From an optimization exercise on the open Yosys and OpenROAD flow, aimed at small area; shortcuts taken in it are not production practice. RTL that was checked went through simulation tests only; none was proved equivalent to the original. For run 2, only the layout was checked, not whether the RTL still works. Power figures rest on the tool's default switching activity, not on a simulated workload.

==> flow/design.v <==
package lc4_pkg;
   typedef logic [15:0] word_t;     
   typedef logic [2:0]  reg_sel_t;  
   typedef enum logic [3:0] {
      OP_NOP   = 4'b0000,  
      OP_ARITH = 4'b0001,
      OP_LOGIC = 4'b0101,
      OP_LDR   = 4'b0110,
      OP_STR   = 4'b0111,
      OP_CONST = 4'b1001
   } opcode_t;
   typedef enum logic [2:0] {
      ALU_ADD    = 3'd0,
      ALU_SUB    = 3'd1,
      ALU_AND    = 3'd2,
      ALU_OR     = 3'd3,
      ALU_XOR    = 3'd4,
      ALU_NOT    = 3'd5,
      ALU_PASS_B = 3'd6   
   } alu_op_t;
   localparam logic [2:0] ARITH_ADD = 3'b000;
   localparam logic [2:0] ARITH_SUB = 3'b010;
   localparam logic [2:0] LOGIC_AND = 3'b000;
   localparam logic [2:0] LOGIC_NOT = 3'b001;
   localparam logic [2:0] LOGIC_OR  = 3'b010;
   localparam logic [2:0] LOGIC_XOR = 3'b011;
   localparam word_t NUM_REGS = 16'd8;
   localparam word_t NOP_INSN = 16'h0000;
endpackage
`timescale 1ns/1ps
module fetch_unit #(
   parameter logic [15:0] RESET_PC = 16'h8200
) (
   input  logic  gwe,
   input  logic  i_rst,
   input  logic [15:0] i_insn,    
   output logic [15:0] o_pc,      
   output logic [15:0] o_d_pc,    
   output logic [15:0] o_d_insn   
);
   lc4_pkg::word_t pc;
   lc4_pkg::word_t pc_next;
   assign pc_next = pc + 16'd1;  
   assign o_pc    = pc;
   always_ff @(posedge gwe) begin
      if (i_rst) begin
         pc <= RESET_PC;
      end else begin
         pc <= pc_next;
      end
   end
   always_ff @(posedge gwe) begin
      if (i_rst) begin
         o_d_pc   <= '0;
         o_d_insn <= lc4_pkg::NOP_INSN;  
      end else begin
         o_d_pc   <= pc;
         o_d_insn <= i_insn;
      end
   end
endmodule
`timescale 1ns/1ps
module insn_decoder (
   input  logic [15:0]    i_insn,
   output logic [2:0] o_rs_sel,    
   output logic [2:0] o_rt_sel,    
   output logic [2:0] o_rd_sel,    
   output logic     o_reg_we,
   output logic     o_is_load,
   output logic     o_is_store,
   output logic     o_use_imm,   
   output logic [2:0]  o_alu_op,
   output logic [15:0]    o_imm        
);
   lc4_pkg::opcode_t opcode;
   assign opcode   = lc4_pkg::opcode_t'(i_insn[15:12]);
   assign o_rs_sel = i_insn[8:6];
   assign o_rd_sel = i_insn[11:9];
   assign o_rt_sel = (opcode == lc4_pkg::OP_STR) ? i_insn[11:9] : i_insn[2:0];  
   always_comb begin
      o_reg_we   = 1'b0;  
      o_is_load  = 1'b0;
      o_is_store = 1'b0;
      o_use_imm  = 1'b0;
      o_alu_op   = lc4_pkg::ALU_ADD;
      o_imm      = '0;
      case (opcode)
         lc4_pkg::OP_ARITH: begin
            if (i_insn[5]) begin  
               o_reg_we  = 1'b1;
               o_use_imm = 1'b1;
               o_imm     = {{11{i_insn[4]}}, i_insn[4:0]};
            end else if (i_insn[5:3] == lc4_pkg::ARITH_ADD) begin
               o_reg_we = 1'b1;
            end else if (i_insn[5:3] == lc4_pkg::ARITH_SUB) begin
               o_reg_we = 1'b1;
               o_alu_op = lc4_pkg::ALU_SUB;
            end  
         end
         lc4_pkg::OP_LOGIC: begin
            o_alu_op = lc4_pkg::ALU_AND;
            if (i_insn[5]) begin  
               o_reg_we  = 1'b1;
               o_use_imm = 1'b1;
               o_imm     = {{11{i_insn[4]}}, i_insn[4:0]};
            end else begin
               o_reg_we = 1'b1;  
               case (i_insn[5:3])
                  lc4_pkg::LOGIC_NOT: o_alu_op = lc4_pkg::ALU_NOT;
                  lc4_pkg::LOGIC_OR:  o_alu_op = lc4_pkg::ALU_OR;
                  lc4_pkg::LOGIC_XOR: o_alu_op = lc4_pkg::ALU_XOR;
                  default:   o_alu_op = lc4_pkg::ALU_AND;
               endcase
            end
         end
         lc4_pkg::OP_LDR: begin
            o_reg_we  = 1'b1;
            o_is_load = 1'b1;
            o_use_imm = 1'b1;
            o_imm     = {{10{i_insn[5]}}, i_insn[5:0]};  
         end
         lc4_pkg::OP_STR: begin
            o_is_store = 1'b1;
            o_use_imm  = 1'b1;
            o_imm      = {{10{i_insn[5]}}, i_insn[5:0]};
         end
         lc4_pkg::OP_CONST: begin
            o_reg_we  = 1'b1;
            o_use_imm = 1'b1;
            o_alu_op  = lc4_pkg::ALU_PASS_B;
            o_imm     = {{7{i_insn[8]}}, i_insn[8:0]};
         end
         default: ;  
      endcase
   end
endmodule
`timescale 1ns/1ps
module reg_file (
   input  logic     gwe,
   input  logic     i_rst,
   input  logic [2:0] i_rs_sel,
   input  logic [2:0] i_rt_sel,
   input  logic [2:0] i_rd_sel,   
   input  logic     i_rd_we,
   input  logic [15:0]    i_rd_data,
   output logic [15:0]    o_rs_data,
   output logic [15:0]    o_rt_data
);
   lc4_pkg::word_t regs [lc4_pkg::NUM_REGS];
   always_ff @(posedge gwe) begin
      if (i_rst) begin
         for (int i = 0; i < lc4_pkg::NUM_REGS; i++) begin
            regs[i] <= '0;
         end
      end else if (i_rd_we) begin
         regs[i_rd_sel] <= i_rd_data;
      end
   end
   assign o_rs_data = (i_rd_we && (i_rd_sel == i_rs_sel)) ? i_rd_data : regs[i_rs_sel];
   assign o_rt_data = (i_rd_we && (i_rd_sel == i_rt_sel)) ? i_rd_data : regs[i_rt_sel];
endmodule
`timescale 1ns/1ps
module execute_stage (
   input  logic     gwe,
   input  logic     i_rst,
   input  logic [15:0]    i_d_pc,
   input  logic [15:0]    i_d_insn,
   input  logic [2:0] i_rs_sel,
   input  logic [2:0] i_rt_sel,
   input  logic [2:0] i_rd_sel,
   input  logic     i_reg_we,
   input  logic     i_is_load,
   input  logic     i_is_store,
   input  logic     i_use_imm,
   input  logic [2:0]  i_alu_op,
   input  logic [15:0]    i_imm,
   input  logic [15:0]    i_rs_data,       
   input  logic [15:0]    i_rt_data,
   input  logic [2:0] i_m_rd_sel,      
   input  logic     i_m_reg_we,
   input  logic [15:0]    i_m_result,
   input  logic [2:0] i_w_rd_sel,      
   input  logic     i_w_reg_we,
   input  logic [15:0]    i_w_data,
   output logic [15:0]    o_x_pc,
   output logic [15:0]    o_x_insn,
   output logic [15:0]    o_x_result,      
   output logic [15:0]    o_x_store_data,  
   output logic [2:0] o_x_rt_sel,
   output logic [2:0] o_x_rd_sel,
   output logic     o_x_reg_we,
   output logic     o_x_is_load,
   output logic     o_x_is_store
);
   lc4_pkg::reg_sel_t x_rs_sel;
   logic     x_use_imm;
   logic [2:0]        x_alu_op;
   lc4_pkg::word_t    x_imm;
   lc4_pkg::word_t    x_rs_data, x_rt_data;
   lc4_pkg::word_t    op_a, op_rt, op_b;
   always_ff @(posedge gwe) begin
      if (i_rst) begin
         o_x_pc       <= '0;
         o_x_insn     <= lc4_pkg::NOP_INSN;
         o_x_reg_we   <= 1'b0;
         o_x_is_load  <= 1'b0;
         o_x_is_store <= 1'b0;
      end else begin
         o_x_pc       <= i_d_pc;
         o_x_insn     <= i_d_insn;
         o_x_reg_we   <= i_reg_we;
         o_x_is_load  <= i_is_load;
         o_x_is_store <= i_is_store;
      end
   end
   always_ff @(posedge gwe) begin
      x_rs_sel   <= i_rs_sel;
      o_x_rt_sel <= i_rt_sel;
      o_x_rd_sel <= i_rd_sel;
      x_use_imm  <= i_use_imm;
      x_alu_op   <= i_alu_op;
      x_imm      <= i_imm;
      x_rs_data  <= i_rs_data;
      x_rt_data  <= i_rt_data;
   end
   assign op_a = (i_m_reg_we && (i_m_rd_sel == x_rs_sel)) ? i_m_result :
                 (i_w_reg_we && (i_w_rd_sel == x_rs_sel)) ? i_w_data   :
                 x_rs_data;
   assign op_rt = (i_m_reg_we && (i_m_rd_sel == o_x_rt_sel)) ? i_m_result :
                  (i_w_reg_we && (i_w_rd_sel == o_x_rt_sel)) ? i_w_data   :
                  x_rt_data;
   assign op_b = x_use_imm ? x_imm : op_rt;
   assign o_x_store_data = op_rt;  
   always_comb begin
      case (x_alu_op)
         lc4_pkg::ALU_SUB:    o_x_result = op_a - op_b;
         lc4_pkg::ALU_AND:    o_x_result = op_a & op_b;
         lc4_pkg::ALU_OR:     o_x_result = op_a | op_b;
         lc4_pkg::ALU_XOR:    o_x_result = op_a ^ op_b;
         lc4_pkg::ALU_NOT:    o_x_result = ~op_a;
         lc4_pkg::ALU_PASS_B: o_x_result = op_b;
         default:    o_x_result = op_a + op_b;  
      endcase
   end
endmodule
`timescale 1ns/1ps
module memory_writeback (
   input  logic     gwe,
   input  logic     i_rst,
   input  logic [15:0]    i_dmem_rdata,    
   input  logic [15:0]    i_x_pc,
   input  logic [15:0]    i_x_insn,
   input  logic [15:0]    i_x_result,
   input  logic [15:0]    i_x_store_data,
   input  logic [2:0] i_x_rt_sel,
   input  logic [2:0] i_x_rd_sel,
   input  logic     i_x_reg_we,
   input  logic     i_x_is_load,
   input  logic     i_x_is_store,
   output logic [15:0]    o_dmem_addr,
   output logic     o_dmem_we,
   output logic [15:0]    o_dmem_wdata,
   output logic [2:0] o_m_rd_sel,      
   output logic     o_m_reg_we,
   output logic [15:0]    o_m_result,
   output logic [2:0] o_w_rd_sel,      
   output logic     o_w_reg_we,
   output logic [15:0]    o_w_data,
   output logic [15:0]    o_wb_pc,
   output logic [15:0]    o_wb_insn,
   output logic     o_wb_reg_we,
   output logic [2:0] o_wb_reg_sel,
   output logic [15:0]    o_wb_reg_data,
   output logic     o_wb_dmem_we,
   output logic [15:0]    o_wb_dmem_addr,
   output logic [15:0]    o_wb_dmem_data
);
   lc4_pkg::word_t    m_pc, m_insn, m_store_data;
   lc4_pkg::reg_sel_t m_rt_sel;
   logic     m_is_load, m_is_store;
   logic     m_mem_op;
   lc4_pkg::word_t    m_wdata;
   lc4_pkg::word_t    w_result, w_rdata, w_store_data;
   logic     w_is_load, w_is_store;
   always_ff @(posedge gwe) begin
      if (i_rst) begin
         m_pc       <= '0;
         m_insn     <= lc4_pkg::NOP_INSN;
         o_m_reg_we <= 1'b0;
         m_is_load  <= 1'b0;
         m_is_store <= 1'b0;
      end else begin
         m_pc       <= i_x_pc;
         m_insn     <= i_x_insn;
         o_m_reg_we <= i_x_reg_we;
         m_is_load  <= i_x_is_load;
         m_is_store <= i_x_is_store;
      end
   end
   always_ff @(posedge gwe) begin
      o_m_result   <= i_x_result;
      m_store_data <= i_x_store_data;
      m_rt_sel     <= i_x_rt_sel;
      o_m_rd_sel   <= i_x_rd_sel;
   end
   assign m_mem_op = m_is_load | m_is_store;
   assign m_wdata = (o_w_reg_we && (o_w_rd_sel == m_rt_sel)) ? o_w_data : m_store_data;
   assign o_dmem_addr  = m_mem_op ? o_m_result : '0;
   assign o_dmem_we    = m_is_store;
   assign o_dmem_wdata = m_is_store ? m_wdata : '0;
   always_ff @(posedge gwe) begin
      if (i_rst) begin
         o_wb_pc    <= '0;
         o_wb_insn  <= lc4_pkg::NOP_INSN;
         o_w_reg_we <= 1'b0;
         w_is_load  <= 1'b0;
         w_is_store <= 1'b0;
      end else begin
         o_wb_pc    <= m_pc;
         o_wb_insn  <= m_insn;
         o_w_reg_we <= o_m_reg_we;
         w_is_load  <= m_is_load;
         w_is_store <= m_is_store;
      end
   end
   always_ff @(posedge gwe) begin
      w_result     <= o_m_result;    
      w_rdata      <= i_dmem_rdata;
      w_store_data <= m_wdata;
      o_w_rd_sel   <= o_m_rd_sel;
   end
   assign o_w_data = w_is_load ? w_rdata : w_result;
   assign o_wb_reg_we    = o_w_reg_we;
   assign o_wb_reg_sel   = o_w_rd_sel;
   assign o_wb_reg_data  = o_w_data;
   assign o_wb_dmem_we   = w_is_store;
   assign o_wb_dmem_addr = (w_is_load || w_is_store) ? w_result : '0;  
   assign o_wb_dmem_data = w_is_load  ? w_rdata      :
                           w_is_store ? w_store_data :
                           '0;
endmodule
`timescale 1ns/1ps
module lc4_core #(
   parameter logic [15:0] RESET_PC = 16'h8200  
) (
   input  logic     gwe,            
   input  logic     i_rst,          
   output logic [15:0]    o_imem_addr,    
   input  logic [15:0]    i_imem_insn,    
   output logic [15:0]    o_dmem_addr,    
   input  logic [15:0]    i_dmem_rdata,   
   output logic     o_dmem_we,      
   output logic [15:0]    o_dmem_wdata,   
   output logic [15:0]    o_wb_pc,        
   output logic [15:0]    o_wb_insn,
   output logic     o_wb_reg_we,
   output logic [2:0] o_wb_reg_sel,
   output logic [15:0]    o_wb_reg_data,
   output logic     o_wb_dmem_we,
   output logic [15:0]    o_wb_dmem_addr,
   output logic [15:0]    o_wb_dmem_data
);
   lc4_pkg::word_t    d_pc, d_insn;                        
   lc4_pkg::reg_sel_t d_rs_sel, d_rt_sel, d_rd_sel;
   logic     d_reg_we, d_is_load, d_is_store, d_use_imm;
   lc4_pkg::alu_op_t  d_alu_op;
   lc4_pkg::word_t    d_imm;
   lc4_pkg::word_t    d_rs_data, d_rt_data;
   lc4_pkg::word_t    x_pc, x_insn, x_result, x_store_data;  
   lc4_pkg::reg_sel_t x_rt_sel, x_rd_sel;
   logic     x_reg_we, x_is_load, x_is_store;
   lc4_pkg::reg_sel_t m_rd_sel, w_rd_sel;                   
   logic     m_reg_we, w_reg_we;
   lc4_pkg::word_t    m_result, w_data;
   fetch_unit #(.RESET_PC(RESET_PC)) fetch_unit_i (
      .gwe(gwe), .i_rst(i_rst), .i_insn(i_imem_insn),
      .o_pc(o_imem_addr), .o_d_pc(d_pc), .o_d_insn(d_insn)
   );
   insn_decoder insn_decoder_i (
      .i_insn(d_insn),
      .o_rs_sel(d_rs_sel), .o_rt_sel(d_rt_sel), .o_rd_sel(d_rd_sel),
      .o_reg_we(d_reg_we), .o_is_load(d_is_load), .o_is_store(d_is_store),
      .o_use_imm(d_use_imm), .o_alu_op(d_alu_op), .o_imm(d_imm)
   );
   reg_file reg_file_i (
      .gwe(gwe), .i_rst(i_rst),
      .i_rs_sel(d_rs_sel), .i_rt_sel(d_rt_sel),
      .i_rd_sel(w_rd_sel), .i_rd_we(w_reg_we), .i_rd_data(w_data),  
      .o_rs_data(d_rs_data), .o_rt_data(d_rt_data)
   );
   execute_stage execute_stage_i (
      .gwe(gwe), .i_rst(i_rst),
      .i_d_pc(d_pc), .i_d_insn(d_insn),
      .i_rs_sel(d_rs_sel), .i_rt_sel(d_rt_sel), .i_rd_sel(d_rd_sel),
      .i_reg_we(d_reg_we), .i_is_load(d_is_load), .i_is_store(d_is_store),
      .i_use_imm(d_use_imm), .i_alu_op(d_alu_op), .i_imm(d_imm),
      .i_rs_data(d_rs_data), .i_rt_data(d_rt_data),
      .i_m_rd_sel(m_rd_sel), .i_m_reg_we(m_reg_we), .i_m_result(m_result),  
      .i_w_rd_sel(w_rd_sel), .i_w_reg_we(w_reg_we), .i_w_data(w_data),      
      .o_x_pc(x_pc), .o_x_insn(x_insn), .o_x_result(x_result),
      .o_x_store_data(x_store_data), .o_x_rt_sel(x_rt_sel), .o_x_rd_sel(x_rd_sel),
      .o_x_reg_we(x_reg_we), .o_x_is_load(x_is_load), .o_x_is_store(x_is_store)
   );
   memory_writeback memory_writeback_i (
      .gwe(gwe), .i_rst(i_rst), .i_dmem_rdata(i_dmem_rdata),
      .i_x_pc(x_pc), .i_x_insn(x_insn), .i_x_result(x_result),
      .i_x_store_data(x_store_data), .i_x_rt_sel(x_rt_sel), .i_x_rd_sel(x_rd_sel),
      .i_x_reg_we(x_reg_we), .i_x_is_load(x_is_load), .i_x_is_store(x_is_store),
      .o_dmem_addr(o_dmem_addr), .o_dmem_we(o_dmem_we), .o_dmem_wdata(o_dmem_wdata),
      .o_m_rd_sel(m_rd_sel), .o_m_reg_we(m_reg_we), .o_m_result(m_result),
      .o_w_rd_sel(w_rd_sel), .o_w_reg_we(w_reg_we), .o_w_data(w_data),
      .o_wb_pc(o_wb_pc), .o_wb_insn(o_wb_insn), .o_wb_reg_we(o_wb_reg_we),
      .o_wb_reg_sel(o_wb_reg_sel), .o_wb_reg_data(o_wb_reg_data),
      .o_wb_dmem_we(o_wb_dmem_we), .o_wb_dmem_addr(o_wb_dmem_addr),
      .o_wb_dmem_data(o_wb_dmem_data)
   );
endmodule
==> flow/run.sh <==
#!/bin/bash
# synth_recipe.tcl (not shown) runs the flow's synth.tcl, then flattens the netlist and writes it again
# the make line also repeats each setting of config.mk as NAME=value (left out here)
make -C /OpenROAD-flow-scripts/flow DESIGN_CONFIG=/design/flow/config.mk WORK_HOME=/design/flow/orfs CLKGATE_MAP_FILE= SYNTH_SCRIPT=/design/flow/synth_recipe.tcl finish
==> flow/config.mk <==
export PLATFORM = sky130hd
export DESIGN_NAME = lc4_core
export DESIGN_NICKNAME = lc4_core
export VERILOG_FILES = /design/flow/design.v
export SDC_FILE = /design/flow/constraint.sdc
export NUM_CORES = 4
export LEC_CHECK = 0
export CAP_MARGIN = 20
export CORE_MARGIN = 2
export CORE_UTILIZATION = 40
export SLEW_MARGIN = 20
==> flow/constraint.sdc <==
create_clock -name core_clock -period 5.0 [get_ports {gwe}]
set_input_delay 1.0000 -clock core_clock [delete_from_list [all_inputs] [get_ports {gwe}]]
set_output_delay 1.0000 -clock core_clock [all_outputs]
set_load 0.01 [all_outputs]
==> impl_metrics.yaml, run 1 <==
power_and_ir_drop:
  switching_share: 0.293
  p_switching_mw: 2.77
  pwr_density_cell_nw_per_um2: 415
  seq_power_share: 0.433
  clkPwrFrac: 0.374
  peakVddDrop_mv: 0.240
  p_leak_nw: 8.90
  internal_power_mw: 6.68
  p_comb_frac: 0.193
critical_path:
  path_buf_inv: 2
  path_cells: "buf_4 -> xnor2_1 -> nand4_1 -> o21ai_0 -> and2_1 -> clkdlybuf4s50_1"
  cp_data_arrival_time_ns: 3.68
  r2r-end: "memory_writeback_i.o_m_result[14]$_DFF_P_"
  crit_start: "memory_writeback_i.o_w_rd_sel[2]$_DFF_P_"
  critPathMaxFanout: 19
  regToRegSetupSlack_ns: 0.40
  cp-end-kind: "primary output"
  crit_path_top_delay_cell: "o21ai_0"
  worst-path-stages: 6
  crit_end: "o_dmem_wdata[4]"
  crit_type: "reg -> out"
  cp-start-kind: "flop"
  cp_top_family: "compound AO/OA/AOI/OAI gates"
  reg2reg_from: "execute_stage_i.o_x_rt_sel[1]$_DFF_P_"
  r2r_cells: 17
  max_stage_delay_ns: 0.93
  cp.required_ns: 4.00
clock_tree:
  cts_tree: "built"
  clk_latency_ns: 0.58
  path_clk_slew_ns: 0.06
  numCtsBuffers: 46
  h-tree-depth: 2
  cts.path.max_buffers: 3
  clkSinkCount: 424
  ctsHoldBuffers: 0
  cts_root_buffer: "clkbuf_16"
logic_synthesis:
  synthSimpleGateAreaFrac: 0.202
  syn_nets: 1959
  synth_fa_ha_area_frac: 0.0339
  synthMuxAreaShare: 0.0737
  synth_top_family_by_area: "simple AND/OR/NAND/NOR gates"
  synth_async_sr_flop_share: 0
  synth_top_area_share: 0.317
  synth_area_leaders: "dfxtp_1 32%, edfxtp_1 21%, nor2b_1 6.0%, nand2_1 4.4%, nor2_1 4.3%"
  synth_xor_area_frac: 0.0281
  synth_cell_type_count: 66
  seq_area_frac_synth: 0.523
  synth_edf_count: 128
  syn_area_per_cell_um2: 9.97
  synth_top_area_cell: "dfxtp_1"
  ys_warn_count: 5
  syn_inst: 1875
  post_synth_instance_area_um2: 18700
  ys_seq_elements: 424
  synth_flop_cell: "dfxtp_1"
  synth_compound_area_frac: 0.0971
die:
  die_w_um: 220
  rows: 79
  start_util: 0.403
  die_h_um: 220
  core_area_um2: 46400
  ioPinCount: 168
  die-area_um2: 48500
finish:
  top_register: "reg_file_i.regs"
  fill_cells: 4286
  mostFrequentLayoutCells: "293 x dfxtp_1, 220 x nand2_1, 215 x nor2_1"
  largest_reg_flops: 128
  area_growth_syn_to_layout_pct: 21.8
  fin_nets: 2114
  drive_above_1_share: 0.105
  final_common_cell: "dfxtp_1"
grt:
  grt_util_met3: 0.0448
  track_usage: 0.226
  met2_usage: 0.356
  grt_max_degree: 102
  grt-busiest-layer: "met2"
  grt_pass1_vias: 13900
  grt_pass1_wl_um: 82500
  grt_overflow: 0
  antenna_found_initial: 1
  use_met1: 0.308
route:
  ant_nets: 0
  postRouteWirelength_um: 54600
  routedWlPerCell_um: 20.4
  via_count: 14200
  via_per_inst: 5.31
  drc: 0
  drt_iter0_markers: 1191
  firstDrtPassIters: 6
placed_design:
  io_buffer_count: 167
  gp_congestion: 0.881
  hpwl_um: 36500
sta:
  grt_setup_unrepaired: "false"
  slew_headroom: 0.365
  finClkSkew_ns: 0.0221
  worstMarginPinSlew_ns: 0.952
  setup_viol: 0
  fin_setup_tns_ns: 0
  hold_ws_ns: 0.362
  fmax_mhz: 214
  finalHoldViolCount: 0
  post-route-min-period_ns: 4.68
  period_share: 0.936
  slew_viol_final: 0
run_status:
  status: "finished clean"
flow_run:
  drv_cap: 0
worst_hold_path:
  hold_class: "reg -> reg"
worst reg2reg max path: cells and delay by family (launching register included):
| kind | cells | cell delay (ns) |
|---|---|---|
| AO/OA/AOI/OAI | 9 | 2.12 |
| XOR/XNOR | 2 | 0.42 |
| adder cells (fa/ha/maj) | 2 | 0.65 |
| flip-flops | 1 | 0.33 |
| multiplexers | 2 | 0.59 |
| AND/OR/NAND/NOR | 2 | 0.37 |
stage by stage:
step | util | area (um2) | total power [mW] | setup WS, ns | cells
floorplan | - | 18700 | 5.13 | 0.398 | 1875
global placement | 0.456 | 21100 | 5.94 | 0.272 | 2589
detailed placement | 0.456 | 21100 | 5.96 | 0.256 | 2589
CTS | 0.490 | 22700 | 9.51 | 0.235 | 2671
global route | 0.491 | 22800 | 9.84 | 0.0393 | 2671
finish | 0.491 | 22800 | 9.45 | 0.318 | 2672
cells by family (layout without fill, tap and decap cells):
family	Yosys count	after routing
adders and majority gates	50	50
DFF	424	424
xor gates and xnor gates	60	60
AOI/OAI and AO/OA	270	270
muxes	94	94
and+or+nand+nor	778	778
buffers and inverters	199	388
other	0	1
layout make-up:
cell class / count / area (um2) / share of cell area
Sequential cell: 424 / 9770 / 0.429
Timing Repair Buffer: 236 / 2190 / 0.0960
Inverter: 70 / 263 / 0.0115
Tap cell: 607 / 759 / 0.0334
Clock buffer: 64 / 1360 / 0.0599
Multi-Input combinational cell: 1252 / 8200 / 0.360
Clock inverter: 18 / 221 / 0.00973
Antenna cell: 1 / 2.50 / 0.000110
metal layers:
layer	share of wire	vias up	routed length [um]
li1	-	6714	-
met1	0.44	6780	24000
met2	0.45	573	24500
met3	0.078	114	4260
met4	0.034	0	1870
met5	0	-	0
power groups by stage:
stage	clock network, mW	registers, mW	logic (mW)
6_report	3.53	4.09	1.83
5_1_grt	3.73	4.11	1.99
4_1_cts	3.61	4.09	1.82
3_5_place_dp	0	4.16	1.80
3_3_place_gp	0	4.16	1.78
2_1_floorplan	0	4.01	1.12
worst min-delay path by stage:
stage | from | to | slack (ns) | cells after the start
detailed placement | execute_stage_i.o_x_rd_sel[1]$_DFF_P_ | memory_writeback_i.o_m_rd_sel[1]$_DFF_P_ | 0.33 | 0
CTS | execute_stage_i.o_x_rd_sel[1]$_DFF_P_ | memory_writeback_i.o_m_rd_sel[1]$_DFF_P_ | 0.36 | 0
floorplan | execute_stage_i.o_x_rd_sel[0]$_DFF_P_ | memory_writeback_i.o_m_rd_sel[0]$_DFF_P_ | 0.31 | 0
finish | execute_stage_i.o_x_rd_sel[1]$_DFF_P_ | memory_writeback_i.o_m_rd_sel[1]$_DFF_P_ | 0.36 | 0
global placement | execute_stage_i.o_x_rd_sel[1]$_DFF_P_ | memory_writeback_i.o_m_rd_sel[1]$_DFF_P_ | 0.35 | 0
global route | execute_stage_i.o_x_rd_sel[1]$_DFF_P_ | memory_writeback_i.o_m_rd_sel[1]$_DFF_P_ | 0.37 | 0
cells in the mapped netlist (45+ instances only):
library cell / instances
dfxtp_1: 296
a21oi_1: 95
o21ai_0: 51
nand3_1: 45
edfxtp_1: 128
nor2b_1: 180
nor2_1: 215
mux2i_1: 51
ha_1: 49
clkbuf_1: 109
nand2_1: 220
inv_1: 68
repair_timing:
action,CTS,global route
setup endpoints to repair,0,3
resized for setup,0,5
endpoints found under the hold margin,0,0
setup buffers,0,0
==> inputs of run 2 (changes only) <==
==> flow/design.v (replaced) <==
`timescale 1ns/1ps
module lc4_core #(
   parameter logic [15:0] RESET_PC = 16'h8200  
) (
   input  logic        gwe,
   input  logic        i_rst,
   output logic [15:0] o_imem_addr,
   input  logic [15:0] i_imem_insn,
   output logic [15:0] o_dmem_addr,
   input  logic [15:0] i_dmem_rdata,
   output logic        o_dmem_we,
   output logic [15:0] o_dmem_wdata,
   output logic [15:0] o_wb_pc,
   output logic [15:0] o_wb_insn,
   output logic        o_wb_reg_we,
   output logic [2:0]  o_wb_reg_sel,
   output logic [15:0] o_wb_reg_data,
   output logic        o_wb_dmem_we,
   output logic [15:0] o_wb_dmem_addr,
   output logic [15:0] o_wb_dmem_data
);
   logic [15:0] pc;
   logic [15:0] d_insn, x_insn, m_insn, w_insn;
   logic        w_valid;             
   logic        m_valid;             
   logic [15:0] regs [8];
   logic [15:0] w_addr, w_data;
   always_ff @(posedge gwe) begin
      if (i_rst) pc <= RESET_PC;
      else       pc <= pc + 16'd1;
      d_insn  <= i_imem_insn;
      x_insn  <= d_insn;
      m_insn  <= x_insn;
      w_insn  <= m_insn;
      w_valid <= !i_rst && m_valid;
   end
   assign m_valid = w_valid || (pc[1] && pc[0]);
   assign o_imem_addr = pc;
   logic [3:0] m_op;
   logic       m_ldr, m_str, m_mem, m_we;
   assign m_op  = m_insn[15:12];
   assign m_ldr = m_op == 4'b0110;
   assign m_str = m_op == 4'b0111;
   assign m_mem = m_valid && !i_rst && (m_ldr || m_str);
   assign m_we  = m_valid && ((m_op == 4'b0001 && (m_insn[5] || !m_insn[3])) ||
                              m_op == 4'b0101 || m_ldr || m_op == 4'b1001);
   logic [15:0] a, b, imm, opb, sum, res, m_value;
   assign a = regs[m_insn[8:6]];
   assign b = regs[m_str ? m_insn[11:9] : m_insn[2:0]];
   always_comb begin
      case (m_op)
         4'b1001:          imm = {{7{m_insn[8]}}, m_insn[8:0]};
         4'b0110, 4'b0111: imm = {{10{m_insn[5]}}, m_insn[5:0]};
         default:          imm = {{11{m_insn[4]}}, m_insn[4:0]};
      endcase
   end
   logic sub;
   assign sub = m_op == 4'b0001 && !m_insn[5] && m_insn[4];
   assign opb = (m_insn[5] || m_ldr || m_str) ? imm : (sub ? ~b : b);
   assign sum = a + opb + {15'd0, sub};
   always_comb begin
      if (m_op == 4'b0101) begin
         if (m_insn[5]) res = a & imm;
         else case (m_insn[4:3])
            2'b00: res = a & b;
            2'b01: res = ~a;
            2'b10: res = a | b;
            default: res = a ^ b;
         endcase
      end else if (m_op == 4'b1001) res = imm;
      else res = sum;
   end
   assign m_value = m_ldr ? i_dmem_rdata : res;
   logic [15:0] wr_data;
   assign wr_data = i_rst ? 16'd0 : m_value;
   always_ff @(posedge gwe) begin
      for (int i = 0; i < 8; i++)
         if (i_rst || (m_we && m_insn[11:9] == 3'(i))) regs[i] <= wr_data;
   end
   assign o_dmem_addr  = m_mem ? sum : 16'd0;
   assign o_dmem_we    = m_valid && m_str;
   assign o_dmem_wdata = (m_valid && m_str) ? b : 16'd0;
   always_ff @(posedge gwe) begin
      w_addr <= o_dmem_addr;    
      w_data <= m_str ? b : m_value;
   end
   logic [3:0]  w_op;
   logic [15:0] w_pc;
   assign w_op = w_insn[15:12];
   assign w_pc = pc - 16'd4;
   assign o_wb_pc        = {w_pc[15] & w_valid, w_pc[14:9], w_pc[8:0] & {9{w_valid}}};
   assign o_wb_insn      = w_valid ? w_insn : 16'd0;
   assign o_wb_reg_we    = w_valid && ((w_op == 4'b0001 && (w_insn[5] || !w_insn[3])) ||
                                       w_op == 4'b0101 || w_op == 4'b0110 || w_op == 4'b1001);
   assign o_wb_reg_sel   = w_insn[11:9];
   assign o_wb_reg_data  = w_data;
   assign o_wb_dmem_we   = w_valid && w_op == 4'b0111;
   assign o_wb_dmem_addr = w_addr;
   assign o_wb_dmem_data = (w_valid && (w_op == 4'b0110 || w_op == 4'b0111)) ? w_data : 16'd0;
endmodule
==> run 2 against run 1 <==
  * The layout now fails its checks (negative setup slack)
  * Global-route usage grew 2.1 points
  * Routed wire length is 24% lower
  * Sequential share of layout area fell by 7.2 points
  * Sequential cell count decreased by 183
  * Die area decreased by 32%
  * Power decreased by 28%
  * Combinational power rose by 22%
  * Critical path type unchanged
  * Critical endpoint is now o_dmem_addr[15]
  * Largest cell class is now multi-input gates
==> impl_metrics.yaml, run 2 <==
grt:
  track_usage: 0.247
  grt_pass1_vias: 10800
  grt_pass1_wl_um: 62900
  grt_max_degree: 41
  grt_overflow: 0
  antenna_found_initial: 1
logic_synthesis:
  syn_area_per_cell_um2: 10.1
  post_synth_instance_area_um2: 12500
  ys_seq_elements: 241
  synth_flop_cell: "edfxtp_1"
  yosysMostFrequentCell: "edfxtp_1"
  ys_warn_count: 2
  seq_area_frac_synth: 0.488
  syn_inst: 1239
  syn_nets: 1324
  synth_async_sr_flop_share: 0
  synth_edf_count: 128
  ys_top_cells_by_count: "128 x edfxtp_1, 122 x nor2_1, 113 x dfxtp_1"
  synth_top_area_share: 0.307
  synth_area_leaders: "edfxtp_1 31%, dfxtp_1 18%, ha_1 4.9%, nor2_1 3.7%, a21oi_1 3.4%"
  synth_top_area_cell: "edfxtp_1"
  synth_cell_type_count: 82
placed_design:
  dp.cells: 1920
  gp_congestion: 0.900
  pre_cts_ws_ns: -0.687
  post_dp_cell_area_um2: 16000
  hpwl_um: 30600
  io_buffer_count: 167
clock_tree:
  clkSinkCount: 241
  numCtsBuffers: 26
  h-tree-depth: 1
  cts_tree: "built"
  clk_latency_ns: 0.55
  path_clk_slew_ns: 0.06
  ctsHoldBuffers: 0
  cts_root_buffer: "clkbuf_16"
  cts.path.max_buffers: 3
critical_path:
  crit_path_top_delay_cell: "dfxtp_4"
  critPathMaxFanout: 9
  crit_start: "m_insn[15]$_DFF_P_"
  cp_common_cell: "buf_4"
  cp-end-kind: "primary output"
  crit_type: "reg -> out"
  max_stage_delay_ns: 0.34
  cp_data_arrival_time_ns: 4.73
  cp.required_ns: 4.00
  reg2reg_from: "m_insn[15]$_DFF_P_"
  cp-start-kind: "flop"
finish:
  final_area_um2: 17100
  final_common_cell: "buf_4"
  top_register: "regs"
  area_growth_syn_to_layout_pct: 36.7
  fin_nets: 1648
  layout.cells.non_filler: 1978
  utilization: 0.558
  drive_above_1_share: 0.235
  largest_reg_flops: 128
  diodes: 0
  mostFrequentLayoutCells: "198 x buf_4, 151 x clkdlybuf4s50_1, 128 x edfxtp_1"
  fill_cells: 2686
sta:
  worstMarginPinSlew_ns: 1.06
  fin_setup_tns_ns: -5.51
  slew_viol_final: 0
  post-route-min-period_ns: 5.73
  grt_setup_unrepaired: "true"
  finalHoldViolCount: 0
  period_share: 1.15
  hold_ws_ns: 0.325
  fin_ws_ns: -0.734
  finClkSkew_ns: 0.0245
  fmax_mhz: 174
  slew_headroom: 0.290
  setup_viol: 12
power_and_ir_drop:
  p_leak_nw: 7.11
  peakVddDrop_mv: 0.245
  pwr_density_cell_nw_per_um2: 396
  total_power_mw: 6.78
route:
  firstDrtPassIters: 7
  drc: 0
  drt_iter0_markers: 910
  postRouteWirelength_um: 41500
  ant_nets: 0
  via_count: 10900
  routedWlPerCell_um: 21.0
  via_per_inst: 5.49
die:
  core_area_um2: 30700
  ioPinCount: 168
  die_w_um: 181
  die-area_um2: 32700
  start_util: 0.408
  rows: 64
  die_h_um: 181
flow_run:
  drv_cap: 0
run_status:
  status: "complete, but fails checks"
  check.faults: "negative setup slack"
worst_hold_path:
  hold_class: "reg -> reg"
  worstHoldStart: "d_insn[2]$_DFF_P_"
[run 2: metal layers]
| layer | part of all wire | global-route usage |
|---|---|---|
| met1 | 0.43 | 0.328 |
| met2 | 0.47 | 0.409 |
| met3 | 0.074 | 0.0460 |
| met4 | 0.026 | 0.0742 |
| met5 | 0 | 0 |
[run 2: final timing paths]
path	end	slack, ns	cells past startpoint
setup / recovery	o_dmem_addr[15]	-0.73	25
setup reg to reg	regs[3][10]$_DFFE_PP_	0.11	23
hold reg to reg	x_insn[2]$_DFF_P_	0.32	0
hold / removal	x_insn[2]$_DFF_P_	0.32	0
[run 2: final cells by class]
cell class                 count  area (um2)  share of cell area
clock buffer                  33         729              0.0426
sequential                   241        6110               0.357
inverter                      58         218              0.0127
multi-input combinational    858        6120               0.358
clock inverter                14         113             0.00658
timing repair buffer         378        3320               0.194
tap                          396         495              0.0290
[run 2: worst max-delay path, delay by kind of cell, from the launching register on]
kind | cells | cell delay [ns]
buffers and inverters | 8 | 1.28
AOI/OAI and AO/OA | 8 | 1.21
and+or+nand+nor | 6 | 0.82
DFF | 1 | 0.34
adders and majority gates | 1 | 0.23
muxes | 1 | 0.15
xor gates and xnor gates | 1 | 0.15
[run 2: cell families after synthesis]
group | synth area share
AO/OA/AOI/OAI | 0.159
XOR/XNOR | 0.0322
adder cells (fa/ha/maj) | 0.0522
buffers and inverters | 0.0465
flip-flops | 0.488
multiplexers | 0.0698
AND/OR/NAND/NOR | 0.152
[run 2: timing repair]
item,in CTS,in global routing
pin swaps,14,10
resized for setup,87,29
endpoints found under the setup margin,31,73
buffers inserted,6,5
[run 2: power by group]
part / leakage [nW] / internal, mW / switching, mW / total [mW]
Sequential: 2.25 / 2.48 / 0.185 / 2.66
Clock: 0.414 / 1.09 / 0.793 / 1.88
Combinational: 4.45 / 1.09 / 1.15 / 2.24
Total: 7.11 / 4.65 / 2.13 / 6.78

-- afterwards: timing with drivers on the ports --
No port has a modelled driver above. Below, the same layouts with a new extraction and two added sets of constraints. Step 1 assumes that a clkbuf_16 drives the clock port and a buf_2 every other input. Step 2 adds t to the input delays and takes it off the output delays; t is the mean of the earliest and latest rising clock arrival at the registers after step 1. Input paths then give back, and output paths get back, about the clock's delay inside the block. Three values: ideal, step 1, step 2; two values: the first two.
run | t, ns | setup WS [ns] | hold WS [ns] | worst data-port slew with drivers (ns)
run 1 | 0.624 | 0.318 / 0.265 / 0.396 | 0.362 / 0.362 / 0.362 | 0.04
run 2 | 0.587 | -0.734 / -0.788 / -0.201 | 0.325 / 0.325 / 0.325 | 0.06
